Context: an optimization exercise on an open-source flow, tuned for small area, a short achievable clock period and few clock cycles per item. The choices shown serve that exercise and are no tape-out recipe.
The RTL was checked by simulation tests, not by an equivalence proof against the original design.

## log2_top
module log2_top #(
  parameter int taylor_terms = 9
) (
  input  logic             clk,
  input  logic             arst_n,
  input  log2_pkg::float_t x,
  input  logic             start,
  output log2_pkg::float_t result,
  output logic             busy,
  output logic             done
);
make LEC_CHECK=0 ABC_AREA=1 CAP_MARGIN=20 CORE_MARGIN=2 CORE_UTILIZATION=40 SETUP_SLACK_MARGIN=5 SLEW_MARGIN=20 TNS_END_PERCENT=5 finish   # period 18.5 ns
run.sh (not shown) runs the stock make flow with config.mk's settings and CLKGATE_MAP_FILE= SYNTH_SCRIPT=/design/flow/synth_recipe.tcl, a recipe that flattens the netlist after the stock synthesis.
The starting point went through all stages and came out clean.
Testbench counts at the start, summed over its fixed seeds: cycles 29,800, items 2,560.
Edit:
==> flow/flow/run.sh (new file) <==
#!/bin/bash
# Standard layout (the standard.sh, all ORFS steps) with two changes:
# synthesis maps adders to plain gates instead of extracting full and half
# adder cells (ADDER_MAP_FILE empty), so ABC sees whole arithmetic paths,
# and a larger setup margin for ORFS's timing repair.
set -euo pipefail
bash standard.sh ADDER_MAP_FILE= SETUP_SLACK_MARGIN=7 finish > standard.log 2>&1
==> flow/standard.sh (new file) <==
#!/bin/bash
# synth_recipe.tcl (not shown) runs the flow's synth.tcl, then flattens the netlist and writes it again
# the make line also repeats each setting of config.mk as NAME=value (left out here)
make -C /OpenROAD-flow-scripts/flow DESIGN_CONFIG=/design/flow/config.mk WORK_HOME=/design/flow/orfs CLKGATE_MAP_FILE= SYNTH_SCRIPT=/design/flow/synth_recipe.tcl "${@:-finish}"
TNS_END_PERCENT = unset   (was 5)
removed: flow/run.sh
=> The new run completed without violations. Die area went up by 16%. Global-route usage came out higher by 0.96 points. Register-to-register slack improves by 2.1 ns. Setup slack improved by 2.1 ns. Area after synthesis climbs by 16%. First-iteration DRC count went up by 82%. Utilization is lower by 0.20 points.


## main
Another version of the RTL of log2_top (not shown whole).
Size in the first run: about 5500 cells after synthesis, ~80 flip-flops, roughly 33000 um^2 of cells after synthesis.
make LEC_CHECK=0 ABC_AREA=1 CAP_MARGIN=20 CORE_MARGIN=2 CORE_UTILIZATION=40 SLEW_MARGIN=20 finish   # period 18.5 ns
Stock flow here: none of the scripts above is used.
Every stage of the flow completed for main, and the final layout passed the timing, DRC and antenna checks.
Testbench counts of main, summed over its fixed seeds: cycles 29,800, items 2,560.
#### Input delta (the feature branch over main)
- SETUP_SLACK_MARGIN: unset -> 4
Results
For area used by sequential logic in the layout, the feature branch and main come out practically identical.
In the flow results for the feature branch and main, the total vias in the final route is smaller on main.
Compared with main, the feature branch shows a higher average via count per standard cell.
Final-layout clock-cell area share essentially unchanged between the feature branch and main.


job 102:
log2_top, a different RTL version from the one above (not shown whole).
Size in the first run: roughly 7,400 cells after synthesis, roughly 80 flip-flops, roughly 69 I/O pins.
==> flow/config.mk <==
export PLATFORM = sky130hd
export DESIGN_NAME = log2_top
export DESIGN_NICKNAME = log2_top
export VERILOG_FILES = /design/flow/design.v
export SDC_FILE = /design/flow/constraint.sdc
export NUM_CORES = 4
export LEC_CHECK = 0
export ABC_AREA = 1
export CAP_MARGIN = 20
export CORE_MARGIN = 2
export CORE_UTILIZATION = 40
export SETUP_SLACK_MARGIN = 5
export SLEW_MARGIN = 20
==> flow/constraint.sdc <==
create_clock -name core_clock -period 18.5 [get_ports {clk}]
set_input_delay 3.7000 -clock core_clock [delete_from_list [all_inputs] [get_ports {clk}]]
set_output_delay 3.7000 -clock core_clock [all_outputs]
set_load 0.01 [all_outputs]
standard.sh (not shown) runs the stock make flow with config.mk's settings and CLKGATE_MAP_FILE= SYNTH_SCRIPT=/design/flow/synth_recipe.tcl, a recipe that flattens the netlist after the stock synthesis.
==> flow/flow/run.sh <==
#!/bin/bash
# Standard layout (the standard.sh, all ORFS steps) with one change:
# synthesis maps adders to plain gates instead of extracting full and half
# adder cells (ADDER_MAP_FILE empty), so ABC sees whole arithmetic paths.
set -euo pipefail
bash standard.sh ADDER_MAP_FILE= finish > standard.log 2>&1
Testbench counts of job 102, summed over its fixed seeds: cycles 29,800, items 2,560.
#### Input delta (job 104 over job 102)
==> flow/run.sh (new file) <==
#!/bin/bash
# synth_recipe.tcl (not shown) runs the flow's synth.tcl, then flattens the netlist and writes it again
# the make line also repeats each setting of config.mk as NAME=value (left out here)
make -C /OpenROAD-flow-scripts/flow DESIGN_CONFIG=/design/flow/config.mk WORK_HOME=/design/flow/orfs CLKGATE_MAP_FILE= SYNTH_SCRIPT=/design/flow/synth_recipe.tcl finish
removed: flow/flow/run.sh
removed: flow/standard.sh
### Flow results
- The effective utilization at floorplan on job 102 is in line with that on job 104.
- Area: job 104 vs job 102 -> job 104 smaller
- Delta (job 104 minus job 102): deepest clock path buffer count has remained practically unchanged; maximum fanout along the worst path decreased by 23 relative to the old numbers.


## juniper
Another version of the RTL of log2_top (not shown whole).
For scale: ~6100 cells after synthesis, about 81 flip-flops, roughly 69 I/O pins, roughly 34000 sq um of cells after synthesis.
Settings: LEC_CHECK=0, ABC_AREA=1, CAP_MARGIN=20, CORE_MARGIN=2, CORE_UTILIZATION=40, SETUP_SLACK_MARGIN=5, SLEW_MARGIN=20, TNS_END_PERCENT=5; clock period 18.5 ns.
==> flow/flow/run.sh <==
#!/bin/bash
# The standard layout (standard.sh, all ORFS steps) with two changes:
# - synthesis keeps the multiplier tree (module fp_mul) apart until the end
#   and extracts full/half adder cells only there, so that ABC maps all the
#   logic after the tree (carry-propagate adder, rounding, alignment, add,
#   normalisation) as one network and sees its whole depth; the standard flow's
#   synthesis script is otherwise unchanged (synth -nofsm -noshare, flatten,
#   rename), so the registers are the standard synthesis's;
# - a larger setup margin for ORFS's timing repair.
# Each tool's output goes to standard.log here and to ORFS's own logs.
set -euo pipefail
here=$(pwd)
sed 's/^  extract_fa {\*}\[dont_use_extract_fa_args\]$/  extract_fa {*}[dont_use_extract_fa_args] fp_mul/' \
  "$FLOW_HOME/scripts/synth.tcl" > "$here/synth_fa.tcl"
grep -q 'extract_fa {\*}\[dont_use_extract_fa_args\] fp_mul' "$here/synth_fa.tcl"
sed "s#source \$::env(SCRIPTS_DIR)/synth.tcl#source $here/synth_fa.tcl#" synth_recipe.tcl > "$here/synth_recipe_fa.tcl"
grep -q "source $here/synth_fa.tcl" "$here/synth_recipe_fa.tcl"
bash standard.sh SYNTH_SCRIPT="$here/synth_recipe_fa.tcl" SYNTH_KEEP_MODULES=fp_mul \
  SETUP_SLACK_MARGIN=7.5 finish > standard.log 2>&1
Testbench counts of juniper, summed over its fixed seeds: cycles 29,876, items 2,560.
The following lists how tundra was set up differently from juniper:
Settings: a change of CORE_UTILIZATION from 40 to 50; a deleted TNS_END_PERCENT that had been 5.
diff --git a/flow/flow/run.sh b/flow/flow/run.sh
--- a/flow/flow/run.sh
+++ b/flow/flow/run.sh
@@ -19 +19 @@
-  SETUP_SLACK_MARGIN=7.5 finish > standard.log 2>&1
+  SETUP_SLACK_MARGIN=7 finish > standard.log 2>&1
Notes after the runs:
- tundra finished end to end and its layout was clean on timing, DRC and antenna.
- Cmp tundra vs juniper: total global routing track utilization higher in tundra
- Comparing juniper and tundra, setup slack is lower on tundra.
- The start point of the critical path comes out u_seq.tb[3]$_DFFE_PP_ in one run and u_seq.tb[9]$_DFFE_PP_ in the other, namely in juniper and tundra respectively.
- On fmax, tundra does worse than juniper.
- The post-route core utilization in tundra sits 9.1 points above the value recorded for juniper.


log2_top, a different RTL version from the one above (not shown whole).
Size: about 69 I/O pins, about 35000 µm² of cells after synthesis.
// log2_top
module log2_top #(
  parameter int taylor_terms = 9
) (
  input  logic             clk,
  input  logic             arst_n,
  input  log2_pkg::float_t x,
  input  logic             start,
  output log2_pkg::float_t result,
  output logic             busy,
  output logic             done
);
Settings: LEC_CHECK=0, ABC_AREA=1, CAP_MARGIN=20, CORE_MARGIN=2, CORE_UTILIZATION=40, SETUP_SLACK_MARGIN=5, SLEW_MARGIN=20, TNS_END_PERCENT=5; clock period 18.5 ns.
==> flow/flow/run.sh <==
#!/bin/bash
# The standard layout (standard.sh, all ORFS steps) with two changes:
# - synthesis keeps the multiplier tree (module fp_mul) apart until the end
#   and extracts full/half adder cells only there, so that ABC maps all the
#   logic after the tree (carry-propagate adder, rounding, alignment, add,
#   normalisation) as one network and sees its whole depth; the standard flow's
#   synthesis script is otherwise unchanged (synth -nofsm -noshare, flatten,
#   rename), so the registers are the standard synthesis's;
# - a larger setup margin for ORFS's timing repair.
# Each tool's output goes to standard.log here and to ORFS's own logs.
set -euo pipefail
here=$(pwd)
sed 's/^  extract_fa {\*}\[dont_use_extract_fa_args\]$/  extract_fa {*}[dont_use_extract_fa_args] fp_mul/' \
  "$FLOW_HOME/scripts/synth.tcl" > "$here/synth_fa.tcl"
grep -q 'extract_fa {\*}\[dont_use_extract_fa_args\] fp_mul' "$here/synth_fa.tcl"
sed "s#source \$::env(SCRIPTS_DIR)/synth.tcl#source $here/synth_fa.tcl#" synth_recipe.tcl > "$here/synth_recipe_fa.tcl"
grep -q "source $here/synth_fa.tcl" "$here/synth_recipe_fa.tcl"
bash standard.sh SYNTH_SCRIPT="$here/synth_recipe_fa.tcl" SYNTH_KEEP_MODULES=fp_mul \
  SETUP_SLACK_MARGIN=8 finish > standard.log 2>&1
The first run finished with timing, DRC and antenna clean.
Testbench counts at the start, summed over its fixed seeds: cycles 29,876, items 2,560.
Edit:
--- a/flow/flow/run.sh
+++ b/flow/flow/run.sh
@@ -18,2 +18,2 @@
 bash standard.sh SYNTH_SCRIPT="$here/synth_recipe_fa.tcl" SYNTH_KEEP_MODULES=fp_mul \
-  SETUP_SLACK_MARGIN=8 finish > standard.log 2>&1
+  SETUP_SLACK_MARGIN=7 finish > standard.log 2>&1
- CAP_MARGIN: 20 -> 10
- SLEW_MARGIN: 20 -> 10
=>
- The new run completed with no timing, DRC or antenna violations
- sequential cell count does not change
- register-to-register slack loses 550 ps
- worst setup slack loses 550 ps
- cell count is lower by 1.8%
- synthesized area does not change
- hold slack hardly moves
- cell area is lower by 7.1%
- clock-buffer cell count is unchanged
- synthesized cell count stays the same

## afterwards: timing with drivers on the ports
How much do the figures lean on ideal ports? The routed layouts below were timed once more, with nothing changed but the port constraints. Step 1: set_driving_cell puts a clkbuf_16 on clk and a buf_2 on each other input, an assumption about the parent block. Step 2 moves the port delays by t, midway between the first and last clock arrival at a register: inputs arrive t later, outputs are due t later. That takes back most of the time a late clock gives input paths. Slacks: ideal / step 1 / step 2; pairs: ideal / step 1.
| run | shift t [ns] | setup WS [ns] | hold WS [ns] | clock arrival spread, ns | worst slew at a driven data input, ns |
|---|---|---|---|---|---|
| the first run of note 1 | 0.401 | 5.419 / 5.419 / 5.419 | 0.544 / 0.544 / 0.544 | 0.013 / 0.012 | 0.05 |
| the second run of note 1 | 0.411 | 7.557 / 7.557 / 7.557 | 0.492 / 0.492 / 0.492 | 0.013 / 0.014 | 0.04 |
| main | 0.410 | 2.711 / 2.711 / 2.711 | 0.552 / 0.552 / 0.552 | 0.011 / 0.011 | 0.06 |
| the feature branch | 0.411 | 4.527 / 4.527 / 4.527 | 0.549 / 0.549 / 0.549 | 0.011 / 0.010 | 0.06 |
| job 102 | 0.418 | 6.037 / 6.037 / 6.037 | 0.547 / 0.547 / 0.547 | 0.016 / 0.016 | 0.04 |
| job 104 | 0.416 | 5.344 / 5.344 / 5.344 | 0.558 / 0.558 / 0.558 | 0.017 / 0.017 | 0.05 |
| juniper | 0.422 | 7.790 / 7.790 / 7.790 | 0.553 / 0.553 / 0.553 | 0.014 / 0.014 | 0.07 |
| tundra | 0.413 | 7.337 / 7.337 / 7.337 | 0.552 / 0.552 / 0.552 | 0.009 / 0.010 | 0.04 |
| the first run of note 5 | 0.423 | 7.958 / 7.958 / 7.958 | 0.605 / 0.605 / 0.605 | 0.010 / 0.009 | 0.04 |
| the second run of note 5 | 0.423 | 7.413 / 7.413 / 7.413 | 0.603 / 0.603 / 0.603 | 0.008 / 0.007 | 0.04 |
After both steps setup and hold are still met in every run listed.
